This design comes from an exercise in tuning for small area, a short achievable clock period and few clock cycles per item on the open sky130 flow, not from production work.
Function was not checked in any run shown here: the RTL went through the layout flow alone.
Power figures rest on the tool's default switching activity, not on a simulated workload.

===== design/flow/config.mk =====
export PLATFORM = sky130hd
export DESIGN_NAME = oqke_top
export DESIGN_NICKNAME = oqke_top
export VERILOG_FILES = /design/flow/design.v
export SDC_FILE = /design/flow/constraint.sdc
export NUM_CORES = 4
export LEC_CHECK = 0
export CAP_MARGIN = 20
export CORE_MARGIN = 2
export CORE_UTILIZATION = 55
export CTS_CLUSTER_DIAMETER = 70
export CTS_CLUSTER_SIZE = 24
export PLACE_DENSITY = 0.7
export SETUP_SLACK_MARGIN = 2.7
export SLEW_MARGIN = 20
export TNS_END_PERCENT = 0

===== design/flow/constraint.sdc =====
create_clock -name core_clock -period 5.0 [get_ports {clk}]
set_input_delay 1.0000 -clock core_clock [delete_from_list [all_inputs] [get_ports {clk}]]
set_output_delay 1.0000 -clock core_clock [all_outputs]
set_load 0.01 [all_outputs]

===== design/flow/design.v =====
package oqke_pkg;
    localparam logic [2:0] OP_INSERT  = 3'd0;
    localparam logic [2:0] OP_SEARCH  = 3'd1;
    localparam logic [2:0] OP_MODIFY  = 3'd2;
    localparam logic [2:0] OP_DELETE  = 3'd3;
    localparam logic [2:0] OP_DISPLAY = 3'd4;
    localparam logic [1:0] ST_OK      = 2'd0;
    localparam logic [1:0] ST_MISSING = 2'd1;
    localparam logic [1:0] ST_EMPTY   = 2'd2;
    localparam logic [1:0] ST_FULL    = 2'd3;
    typedef struct packed {
        logic [2:0]         op;
        logic signed [31:0] key;
        logic signed [31:0] new_value;
    } request_t;
    typedef struct packed {
        logic [1:0]         status;
        logic signed [31:0] element;
        logic               last;
        logic [4:0]         entries_held;
    } result_t;
    typedef struct packed {
        logic capture;      
        logic write_tail;   
        logic write_first;  
        logic shift;        
        logic rotate;       
    } cell_cmd_t;
endpackage
module oqke_cell (
    input  logic               clk,
    input  logic               we,       
    input  logic               sh,       
    input  logic signed [31:0] wdata,
    input  logic signed [31:0] nbr,
    input  logic signed [31:0] cmp_key,
    input  logic               eq_w,     
    input  logic               eq_nbr,   
    input  logic               held,     
    output logic signed [31:0] entry,
    output logic               eq,       
    output logic               hit       
);
    logic hold;
    assign hold = !(we || sh);
    assign eq   = held && (entry == cmp_key);
    always_ff @(posedge clk)
    begin
        entry <= ({32{we}} & wdata) | ({32{sh}} & nbr) | ({32{hold}} & entry);
        hit   <= (we & eq_w) | (sh & eq_nbr) | (hold & eq);
    end
endmodule
module oqke_ctrl #(
    parameter int DEPTH = 16,
    parameter int CW    = 5
) (
    input  logic                  clk,
    input  logic                  rst_n,
    input  logic                  start,
    output logic                  busy,
    input  oqke_pkg::request_t    request,
    output oqke_pkg::result_t     result,
    output logic                  done,
    input  logic [DEPTH-1:0]      hit_reg,
    output logic [DEPTH-1:0]      held,
    input  logic signed [31:0]    head,
    output logic [DEPTH-1:0]      we,
    output logic [DEPTH-1:0]      sh,
    output logic signed [31:0]    key,
    output logic signed [31:0]    key_n,
    output logic signed [31:0]    wdata,
    input  logic                  eq_head,
    output logic                  eq_w
);
    logic               va_r;
    logic [2:0]         opa_r;
    logic signed [31:0] keya_r;
    logic signed [31:0] keyan_r;     
    logic signed [31:0] nva_r;
    logic               vb_r;
    logic               othb_r;
    logic signed [31:0] wdb_r;
    logic               insb_r, modb_r, delb_r, dispb_r;
    logic               eqx_r;       
    logic [CW-1:0]      count_r, count_next;
    logic [DEPTH-1:0]   hm_r, hm_next;       
    logic               disp_r;
    logic [CW-1:0]      dleft_r;
    logic               busy_r;
    logic               done_r;
    oqke_pkg::result_t  result_r, result_next;
    logic [DEPTH-1:0]   tail, lasth, hit, after, first;
    logic               any_hit, empty, full;
    logic               is_ins, is_mod, is_del, is_disp, is_other;
    logic               rot;
    logic [CW-1:0]      cur_rem;
    logic               take;
    assign take = start && !busy_r;
    assign held  = hm_r;
    assign tail  = ~hm_r & {hm_r[DEPTH-2:0], 1'b1};
    assign lasth = hm_r & ~{1'b0, hm_r[DEPTH-1:1]};
    assign hit     = hit_reg;
    assign any_hit = |hit;
    always_comb
    begin
        for (int i = 0; i < DEPTH; i++)
            after[i] = |(hit & DEPTH'((32'd1 << (i + 1)) - 32'd1));
    end
    assign first = hit & ~(after << 1);
    assign empty    = !hm_r[0];
    assign full     = hm_r[DEPTH-1];
    assign is_ins   = insb_r;
    assign is_mod   = modb_r;
    assign is_del   = delb_r;
    assign is_disp  = dispb_r;
    assign is_other = othb_r;
    assign rot     = (is_disp && !empty) || disp_r;
    assign cur_rem = disp_r ? dleft_r : count_r;
    assign wdata = rot ? head : wdb_r;
    assign key   = keya_r;
    assign key_n = keyan_r;
    assign eq_w  = rot ? eq_head : eqx_r;
    always_comb
    begin
        for (int i = 0; i < DEPTH; i++)
        begin
            we[i] = (is_ins && !full && tail[i]) || (is_mod && first[i]) || (rot && lasth[i]);
            sh[i] = (is_del && after[i]) || (rot && held[i] && !lasth[i]);
        end
    end
    always_comb
    begin
        count_next = count_r;
        hm_next    = hm_r;
        if (is_ins && !full)
        begin
            count_next = count_r + CW'(1);
            hm_next    = {hm_r[DEPTH-2:0], 1'b1};
        end
        else if (is_del && any_hit)
        begin
            count_next = count_r - CW'(1);
            hm_next    = {1'b0, hm_r[DEPTH-1:1]};
        end
    end
    always_comb
    begin
        result_next.element      = '0;
        result_next.last         = 1'b1;
        result_next.entries_held = '0;   
        if (is_ins)
            result_next.status = full ? oqke_pkg::ST_FULL : oqke_pkg::ST_OK;
        else if (is_other)
            result_next.status = oqke_pkg::ST_OK;
        else if (empty)
            result_next.status = oqke_pkg::ST_EMPTY;
        else if (!any_hit && !is_disp)
            result_next.status = oqke_pkg::ST_MISSING;
        else
            result_next.status = oqke_pkg::ST_OK;
        if (rot)
        begin
            result_next.status  = oqke_pkg::ST_OK;
            result_next.element = head;
            result_next.last    = (cur_rem == CW'(1));
        end
    end
    always_ff @(posedge clk or negedge rst_n)
    begin
        if (!rst_n)
        begin
            va_r    <= 1'b0;
            vb_r    <= 1'b0;
            insb_r  <= 1'b0;
            modb_r  <= 1'b0;
            delb_r  <= 1'b0;
            dispb_r <= 1'b0;
            count_r <= '0;
            hm_r    <= '0;
            disp_r  <= 1'b0;
            busy_r  <= 1'b0;
            done_r  <= 1'b0;
        end
        else
        begin
            va_r    <= take;
            vb_r    <= va_r;
            insb_r  <= va_r && (opa_r == oqke_pkg::OP_INSERT);
            modb_r  <= va_r && (opa_r == oqke_pkg::OP_MODIFY);
            delb_r  <= va_r && (opa_r == oqke_pkg::OP_DELETE);
            dispb_r <= va_r && (opa_r == oqke_pkg::OP_DISPLAY);
            count_r <= count_next;
            hm_r    <= hm_next;
            disp_r  <= rot && (cur_rem != CW'(1));
            busy_r  <= (take && request.op == oqke_pkg::OP_DISPLAY)
                    || (va_r && opa_r == oqke_pkg::OP_DISPLAY && hm_next[2])
                    || (rot && cur_rem >= CW'(4));
            done_r  <= vb_r || disp_r;
        end
    end
    always_ff @(posedge clk)
    begin
        opa_r    <= request.op;
        keya_r   <= request.key;
        keyan_r  <= ~request.key;
        nva_r    <= request.new_value;
        othb_r   <= opa_r > oqke_pkg::OP_DISPLAY;
        wdb_r    <= (opa_r == oqke_pkg::OP_INSERT) ? keya_r : nva_r;
        eqx_r    <= (request.key == ((opa_r == oqke_pkg::OP_INSERT) ? keya_r : nva_r));
        dleft_r  <= cur_rem - CW'(1);
        result_r <= result_next;
    end
    assign busy   = busy_r;
    assign done   = done_r;
    assign result.status       = result_r.status;
    assign result.element      = result_r.element;
    assign result.last         = result_r.last;
    assign result.entries_held = 5'(count_r);
endmodule
module ordered_queue_with_key_edit #(
    parameter int DEPTH = 16
) (
    input  logic                clk,
    input  logic                rst_n,
    input  logic                start,
    output logic                busy,
    input  oqke_pkg::request_t  request,
    output oqke_pkg::result_t   result,
    output logic                done
);
    localparam int CW = $clog2(DEPTH + 1);
    logic [DEPTH-1:0]   eq, hit, we, sh, held;
    logic signed [31:0] key, key_n, wdata;
    logic               eq_w;
    logic signed [31:0] entry [DEPTH];
    oqke_ctrl #(
        .DEPTH (DEPTH),
        .CW    (CW)
    ) u_ctrl (
        .clk     (clk),
        .rst_n   (rst_n),
        .start   (start),
        .busy    (busy),
        .request (request),
        .result  (result),
        .done    (done),
        .hit_reg (hit),
        .held    (held),
        .head    (entry[0]),
        .we      (we),
        .sh      (sh),
        .key     (key),
        .key_n   (key_n),
        .wdata   (wdata),
        .eq_head (eq[0]),
        .eq_w    (eq_w)
    );
    for (genvar i = 0; i < DEPTH; i++)
    begin : g_cell
        localparam int N = (i == DEPTH - 1) ? i : i + 1;
        oqke_cell u_cell (
            .clk     (clk),
            .we      (we[i]),
            .sh      (sh[i]),
            .wdata   (wdata),
            .nbr     (entry[N]),
            .cmp_key ((i < DEPTH / 2) ? key : ~key_n),
            .eq_w    (eq_w),
            .eq_nbr  ((i == DEPTH - 1) ? 1'b0 : eq[N]),
            .held    (held[i]),
            .entry   (entry[i]),
            .eq      (eq[i]),
            .hit     (hit[i])
        );
    end
endmodule
module oqke_top (
    input  logic        clk,
    input  logic        rst_n,
    input  logic        start,
    output logic        busy,
    input  logic [2:0]  req_op,
    input  logic [31:0] req_key,
    input  logic [31:0] req_new_value,
    output logic [1:0]  res_status,
    output logic [31:0] res_element,
    output logic        res_last,
    output logic [4:0]  res_entries_held,
    output logic        done
);
    oqke_pkg::request_t request;
    oqke_pkg::result_t  result;
    assign request.op        = req_op;
    assign request.key       = req_key;
    assign request.new_value = req_new_value;
    ordered_queue_with_key_edit #(
        .DEPTH (16)
    ) u_queue (
        .clk     (clk),
        .rst_n   (rst_n),
        .start   (start),
        .busy    (busy),
        .request (request),
        .result  (result),
        .done    (done)
    );
    assign res_status       = result.status;
    assign res_element      = result.element;
    assign res_last         = result.last;
    assign res_entries_held = result.entries_held;
endmodule

===== design/flow/flow/run.sh =====
#!/bin/bash
set -o pipefail
export BUFFER_PORTS_ARGS="-buffer_cell sky130_fd_sc_hd__buf_2"
bash standard.sh > standard.log 2>&1

===== design/flow/standard.sh =====
#!/bin/bash
# synth_recipe.tcl (not shown) runs the flow's synth.tcl, then flattens the netlist and writes it again
# the make line also repeats each setting of config.mk as NAME=value (left out here)
make -C /OpenROAD-flow-scripts/flow DESIGN_CONFIG=/design/flow/config.mk WORK_HOME=/design/flow/orfs CLKGATE_MAP_FILE= SYNTH_SCRIPT=/design/flow/synth_recipe.tcl "${@:-finish}"

==> flow_summary.ini, run 1 <==
[synth]
syn_avg_cell_area_um2 = 9.94
synthDistinctLibCells = 79
syn_area_um2 = 32100
synth_fp_nets = 3312
yosys_warnings = 4
synth-async-reset-ratio_pct = 4.10
synth_seq_area_share_pct = 46.0
synth_edf_count = 0
ys_seq_elements = 731
synthFlopType = dfxtp_1
syn_inst = 3235

[placed_design]
place.port_buffers = 111
routabilityCongestion = 0.993
placed_cell_area_um2 = 33200
post-place-cells = 3914
dp_hpwl_um = 85700

[final_layout]
nFillCells = 4705
fin_cells = 4055
regMostFlops = u_queue.g_cell.u_cell.entry
fin_area_um2 = 36000
reg_top3 = u_queue.g_cell.u_cell.entry x512, u_queue.u_ctrl.result_r x35
multiInputGateArea_um2 = 16300
drive_above_1_share_pct = 16.1
largest_reg_flops = 512
seqCellArea_um2 = 14900
areaGrowthSynthToFinish_pct = 12.1
num-nets-final = 3344
utilization_pct = 62.5

[timing]
relSlewSlack_pct = 48.3
skew_ns = 0.0319
setup_tns_ns = 0
final_max_slew_viol_count = 0
tightest_slew_ns = 0.773
hold_violations = 0
min_period_ns = 2.45
whs_ns = 0.419
grt_setup_unrepaired = true
setup_viol = 0
fin_crit_sh_pct = 49.1
fmax_mhz = 407

[drt]
route.detailed.drc = 0
vias = 28400
dr.pass1.iters = 6
antenna_left = 0
first_iter_violations = 4205
post_drt_via_cell_ratio = 7.00
drt-total-wl_um = 126000
wl_per_cell_um = 31.0

[clock_tree]
cts-root-buf = clkbuf_16
cts.path.max_buffers = 3
clk_pin_slew_worst_paths_ns = 0.10
htree_levels = 2
cts_buffers = 43
hold_buffers = 0
numClockSinks = 731
cts_tree = done
clkLatencyLatePin_ns = 0.63

[critical_path]
cp-start-kind = register
reg2reg_slack_ns = 2.55
critical_path.max_fanout = 8
crit_arrival_ns = 2.98
cp_data_required_time_ns = 5.53
end_kind = register
critical_path_class = reg2reg

[die]
core_area_um2 = 57700
die_h_um = 246
start_util_pct = 55.7
die_x_um = 246
die_area_um2 = 60400
io_pins = 112
rows = 88

[global_route]
grt_util_all_layers_pct = 39.9
overflow = 0
antenna_found_initial = 2
first_global_vias = 26600
grt_max_degree = 48
grt_pass1_wl_um = 179000

[power_and_ir_drop]
p_leak_uw = 0.0140
peakVddDrop_v = 0.000352
power_density_nw_per_um2 = 510

[worst_hold_path]
hold_path_class = in2async

[job]
maxCapViolCount = 0

[outcome]
outcome = finished clean
==> metrics by stage <==
| stage | setup WS (ns) | total power, µW |
|---|---|---|
| 2_1_floorplan | 2.74 | 11200 |
| 3_5_place_dp | 1.72 | 13400 |
| 6_report | 2.55 | 18400 |
| 5_1_grt | 2.55 | 18800 |
| 4_1_cts | 2.48 | 17600 |
| 3_3_place_gp | 1.82 | 13300 |
==> cell usage in the layout (no fill, tap or decap), types with 6 or more instances in the layout <==
cell type    n
clkbuf_16   43
a221o_1    384
a31oi_2      6
mux2i_1     16
mux2_2      30
a21oi_2     11
a32o_1       8
dfxtp_1    656
nor2_1     404
a21oi_1     15
nand4_1     46
ha_1         6
o21ai_0     26
dfxtp_2     35
buf_6       17
nand2_1     59
o2bb2ai_1   33
inv_6        6
nor2b_1      7
dfxtp_4     10
a21oi_4     24
dfrtp_1     24
nand3_1     36
inv_1       54
a22oi_1    103
nor3_1      22
buf_8        6
buf_4      110
and2_1      34
xor2_1     299
o22ai_1      8
o21ai_1    109
nor4_1      98
buf_12      28
buf_2      111
xnor2_1    253
==> synth_stat cells (30+ instances only) <==
cell type,instances,share of area [%]
nor4_1,104,2.0
nand3_1,36,0.56
o2bb2ai_1,33,0.90
xor2_1,300,8.2
o21ai_1,113,1.8
mux2_2,30,1.1
a221o_1,384,12
dfrtp_1,30,2.3
nand2_1,61,0.71
buf_2,146,2.3
a22oi_1,103,2.4
nor2_1,405,4.7
clkbuf_1,126,1.5
and2_1,38,0.74
xnor2_1,253,6.9
dfxtp_1,701,44
a21oi_2,33,0.90
nand4_1,46,0.90
inv_1,55,0.64
==> worst max-delay path: stages, from the launching register on <==
cell and delay (ns):
dfxtp_2 0.57, xor2_1 0.28, nand4_1 0.18, nor4_1 0.32
nand4_1 0.15, or4_1 0.66, o221ai_1 0.20
==> cell families (layout without fill, tap and decap cells) <==
group	Yosys count	in the layout	synth area share [%]
AND/OR/NAND/NOR	755	756	11.0
flip-flops	731	731	46.0
buffers and inverters	353	401	4.99
adder cells (fa/ha/maj)	7	7	0.296
other	0	1	0
AO/OA/AOI/OAI	790	795	21.1
XOR/XNOR	553	553	15.1
multiplexers	46	46	1.55
==> final timing paths <==
check	cells after the start	startpoint	to
max	6	u_queue.u_ctrl.keyan_r[9]$_DFF_P_	u_queue.g_cell[11].u_cell.hit$_DFF_P_
min	1	rst_n	u_queue.u_ctrl.hm_r[15]$_DFFE_PN0P_
max reg2reg	6	u_queue.u_ctrl.keyan_r[9]$_DFF_P_	u_queue.g_cell[11].u_cell.hit$_DFF_P_
min reg2reg	1	u_queue.u_ctrl.busy_r$_DFF_PN0_	u_queue.u_ctrl.va_r$_DFF_PN0_
max in group asynchronous	1	rst_n	u_queue.u_ctrl.delb_r$_DFF_PN0_
min in group core_clock	1	u_queue.u_ctrl.busy_r$_DFF_PN0_	u_queue.u_ctrl.va_r$_DFF_PN0_
==> where the power goes <==
| group | internal, µW | switching [µW] |
|---|---|---|
| registers | 6900 | 1530 |
| clock network | 1770 | 2210 |
| logic | 2500 | 3450 |
| total | 11200 | 7200 |
==> layer usage <==
layer / wire [µm] / global-route usage (%) / up-vias
li1: - / - / 11800
met1: 47900 / 52.2 / 13800
met2: 52400 / 58.1 / 2242
met3: 16000 / 10.8 / 520
met4: 9160 / 25.1 / 2
met5: 37 / 0 / -
==> cell type report <==
| cell class | instances | share of cell area, % |
|---|---|---|
| Clock buffer | 45 | 3.03 |
| Inverter | 61 | 0.681 |
| Antenna cell | 1 | 0.00694 |
| Tap cell | 765 | 2.66 |
| Timing Repair Buffer | 273 | 6.26 |
| Clock inverter | 22 | 0.799 |
| Multi-Input combinational cell | 2157 | 45.3 |
| Sequential cell | 731 | 41.3 |
==> timing repair <==
| item | 4_1_cts | 5_1_grt |
|---|---|---|
| buffers inserted | 24 | 42 |
| pin swaps | 3 | 11 |
| gates resized for setup | 67 | 120 |
| cloned | 2 | 5 |
| endpoints found under the setup margin | 534 | 534 |
==> run 2, diff against run 1 <==
--- a/design/flow/config.mk
+++ b/design/flow/config.mk
@@ -13,3 +13,3 @@
 export PLACE_DENSITY = 0.7
-export SETUP_SLACK_MARGIN = 2.7
+export SETUP_SLACK_MARGIN = 2.85
 export SLEW_MARGIN = 20
==> run 2 against run 1 <==
Against the previous run:
- first-iteration DRC count grew 9.1%
- clock skew grew 0.0077 ns
- flip-flop and latch count is the same
- clock power down 3%
- via count up 0.63%
- hold slack worse by 0.0089 ns
- register-to-register slack worse by 0.04 ns
==> flow_summary.ini, run 2 <==
[synth]
synth_edf_count = 0
synth_fp_nets = 3312
synthTopCellsByCount = dfxtp_1, nor2_1, a221o_1, xor2_1, xnor2_1
synth_top_cell_by_area = dfxtp_1
synth-async-reset-ratio_pct = 4.10
synth.area.top_cells = dfxtp_1, a221o_1, xor2_1, xnor2_1, nor2_1
synth.most_common_cell = dfxtp_1
synth_top_cell_area_share_pct = 43.7
synthDistinctLibCells = 79
synthFlopType = dfxtp_1
syn_inst = 3235
yosys_warnings = 4
ys_seq_elements = 731
syn_avg_cell_area_um2 = 9.94
syn_area_um2 = 32100
synth_seq_area_share_pct = 46.0

[critical_path]
critical_path_depth = 6
critical_path.max_fanout = 8
crit_path_start = u_queue.u_ctrl.keya_r[5]$_DFF_P_
crit_arrival_ns = 3.01
cp_data_required_time_ns = 5.51
crit_family = simple AND/OR/NAND/NOR gates
cp-start-kind = register
regToRegStartpoint = u_queue.u_ctrl.keya_r[5]$_DFF_P_
rr_endpoint = u_queue.g_cell[0].u_cell.hit$_DFF_P_
reg2reg_slack_ns = 2.50
end_kind = register
worstSetupEndpoint = u_queue.g_cell[0].u_cell.hit$_DFF_P_
crit_buf_inv = 1
cp_slowest_stage_delay_ns = 0.67
slowest_stage = or4_4
crit_chain = inv_1 > a21oi_4 > nand4_1 > or4_4 > o21a_4 > o221ai_4
r2r_cells = 6
critical_path_class = reg2reg

[clock_tree]
cts_tree = done
numClockSinks = 731
hold_buffers = 0
cts.path.max_buffers = 3
clkLatencyLatePin_ns = 0.64
htree_levels = 2
cts_buffers = 42
cts-root-buf = clkbuf_16
clk_pin_slew_worst_paths_ns = 0.10

[drt]
post_drt_via_cell_ratio = 7.01
route.detailed.drc = 0
antenna_left = 0
first_iter_violations = 4588
vias = 28600
drt-total-wl_um = 131000
wl_per_cell_um = 32.2
dr.pass1.iters = 6

[final_layout]
areaGrowthSynthToFinish_pct = 13.1
multiInputGateArea_um2 = 16500
fin_area_um2 = 36400
diodes = 0
drive_above_1_share_pct = 16.8
largest_reg_flops = 512
reg_top3 = u_queue.g_cell.u_cell.entry x512, u_queue.u_ctrl.result_r x35
final_cell_mix = dfxtp_1, nor2_1, a221o_1, xor2_1, xnor2_1
nFillCells = 4699
layout_commonest_cell = dfxtp_1
seqCellArea_um2 = 14900
regMostFlops = u_queue.g_cell.u_cell.entry
num-nets-final = 3364

[worst_hold_path]
hold_path_class = in2async

[timing]
grt_setup_unrepaired = true
fin_crit_sh_pct = 49.9
setup_viol = 0
relSlewSlack_pct = 43.6
fmax_mhz = 401
min_period_ns = 2.50
tightest_slew_ns = 0.839
skew_ns = 0.0396
final_max_slew_viol_count = 0
setup_tns_ns = 0
hold_violations = 0

[power_and_ir_drop]
p_leak_uw = 0.0141
peakVddDrop_v = 0.000390
power_density_nw_per_um2 = 506

[die]
start_util_pct = 55.7
die_area_um2 = 60400
io_pins = 112
core_area_um2 = 57700
rows = 88
die_h_um = 246
die_x_um = 246

[placed_design]
dp_hpwl_um = 88100
place.port_buffers = 111
routabilityCongestion = 0.998
placed_cell_area_um2 = 33300

[job]
maxCapViolCount = 0

[global_route]
first_global_vias = 27000
grt_util_all_layers_pct = 42.3
grt_max_degree = 48
grt_pass1_wl_um = 187000
antenna_found_initial = 3
overflow = 0

[outcome]
outcome = finished clean
## run 2: cell types whose count changed in the layout (fill, tap and decap cells not counted), sizes merged
cell	delta
buf	+19
clkbuf	+3
inv	-1
clkinv	-2
a21oi	+2
diode	-1
bufbuf	-1
and2	+1
a21o	-1
clkinvlp	+2
bufinv	-1
o21ai	-1
## run 2: through the flow
step / worst slack, ns / std cells / util, % / hold slack (ns) / power, µW
2_1_floorplan: 2.86 / 3235 / - / 0.386 / 11200
3_3_place_gp: 1.52 / 3910 / 57.6 / 0.410 / 13400
3_5_place_dp: 1.50 / 3911 / 57.6 / 0.424 / 13500
4_1_cts: 2.67 / 4055 / 62.5 / 0.413 / 18000
5_1_grt: 2.56 / 4074 / 63.0 / 0.452 / 18800
6_report: 2.50 / 4074 / 63.0 / 0.410 / 18400
## run 2: power by group
| part | switching (µW) | internal (µW) |
|---|---|---|
| logic | 3540 | 2510 |
| clock network | 2190 | 1690 |
| registers | 1580 | 6900 |
| total | 7310 | 11100 |
## run 2: layout make-up
cell class	count	area share [%]
multi-input combinational	2158	45.3
sequential	731	41.0
timing repair buffer	293	6.84
clock buffer	46	2.99
tap	765	2.63
inverter	61	0.650
clock inverter	20	0.640
## run 2: routing by layer
layer / global-route usage (%) / vias to the layer above / part of all wire, %
met3: 13.0 / 578 / 14
met5: 0 / - / 0.0069
met4: 29.4 / 2 / 8.5
met2: 61.0 / 2294 / 41
li1: - / 11900 / -
met1: 54.0 / 13800 / 37
## run 2: worst min-delay path by stage
stage,end,cells past startpoint,slack [ns],from
finish,u_queue.u_ctrl.count_r[3]$_DFFE_PN0P_,1,0.41,rst_n
global route,u_queue.u_ctrl.count_r[2]$_DFFE_PN0P_,1,0.45,rst_n
CTS,u_queue.u_ctrl.count_r[1]$_DFFE_PN0P_,1,0.41,rst_n
detailed placement,u_queue.u_ctrl.vb_r$_DFF_PN0_,0,0.42,u_queue.u_ctrl.va_r$_DFF_PN0_
global placement,u_queue.u_ctrl.vb_r$_DFF_PN0_,0,0.41,u_queue.u_ctrl.va_r$_DFF_PN0_
floorplan,u_queue.u_ctrl.vb_r$_DFF_PN0_,0,0.39,u_queue.u_ctrl.va_r$_DFF_PN0_
## run 2: kinds of logic after synthesis
family	Yosys count	share of synthesized area (%)
AND/OR/NAND/NOR	755	11.0
AO/OA/AOI/OAI	790	21.1
XOR/XNOR	553	15.1
buffers and inverters	353	4.99
multiplexers	46	1.55
adder cells (fa/ha/maj)	7	0.296
flip-flops	731	46.0
## run 2: timing repair
| item | in CTS | in global routing |
|---|---|---|
| pin swaps | 16 | 5 |
| cloned | 7 | 2 |
| gates resized for setup | 150 | 46 |
| setup endpoints to repair | 561 | 543 |
| buffers inserted | 71 | 17 |

-- static timing again, ports no longer ideal --
The results above use ideal ports. As a check the final layouts listed here were re-extracted and re-timed, cells and wires unchanged. Step 1, drivers: a clkbuf_16 drives clk and a buf_2 each remaining input, both assumed. Step 2 also shifts input and output timing later by t, the mid clock arrival at the registers, as if the neighbouring blocks saw the same clock. Three values: ideal ports, drivers, drivers and shift; two values: the first two.
run | t (ns) | slack for setup (ns) | worst hold slack (ns) | latest minus earliest clock arrival (ns)
run 1 | 0.672 | 2.546 / 2.546 / 2.162 | 0.419 / 0.379 / 0.447 | 0.032 / 0.033
run 2 | 0.686 | 2.505 / 2.505 / 2.313 | 0.410 / 0.373 / 0.434 | 0.040 / 0.039
After both steps setup and hold are still met in every run listed. The setup slack of run 1, which loses most, moves by 0.000 ns with the drivers and by -0.384 ns with both steps.
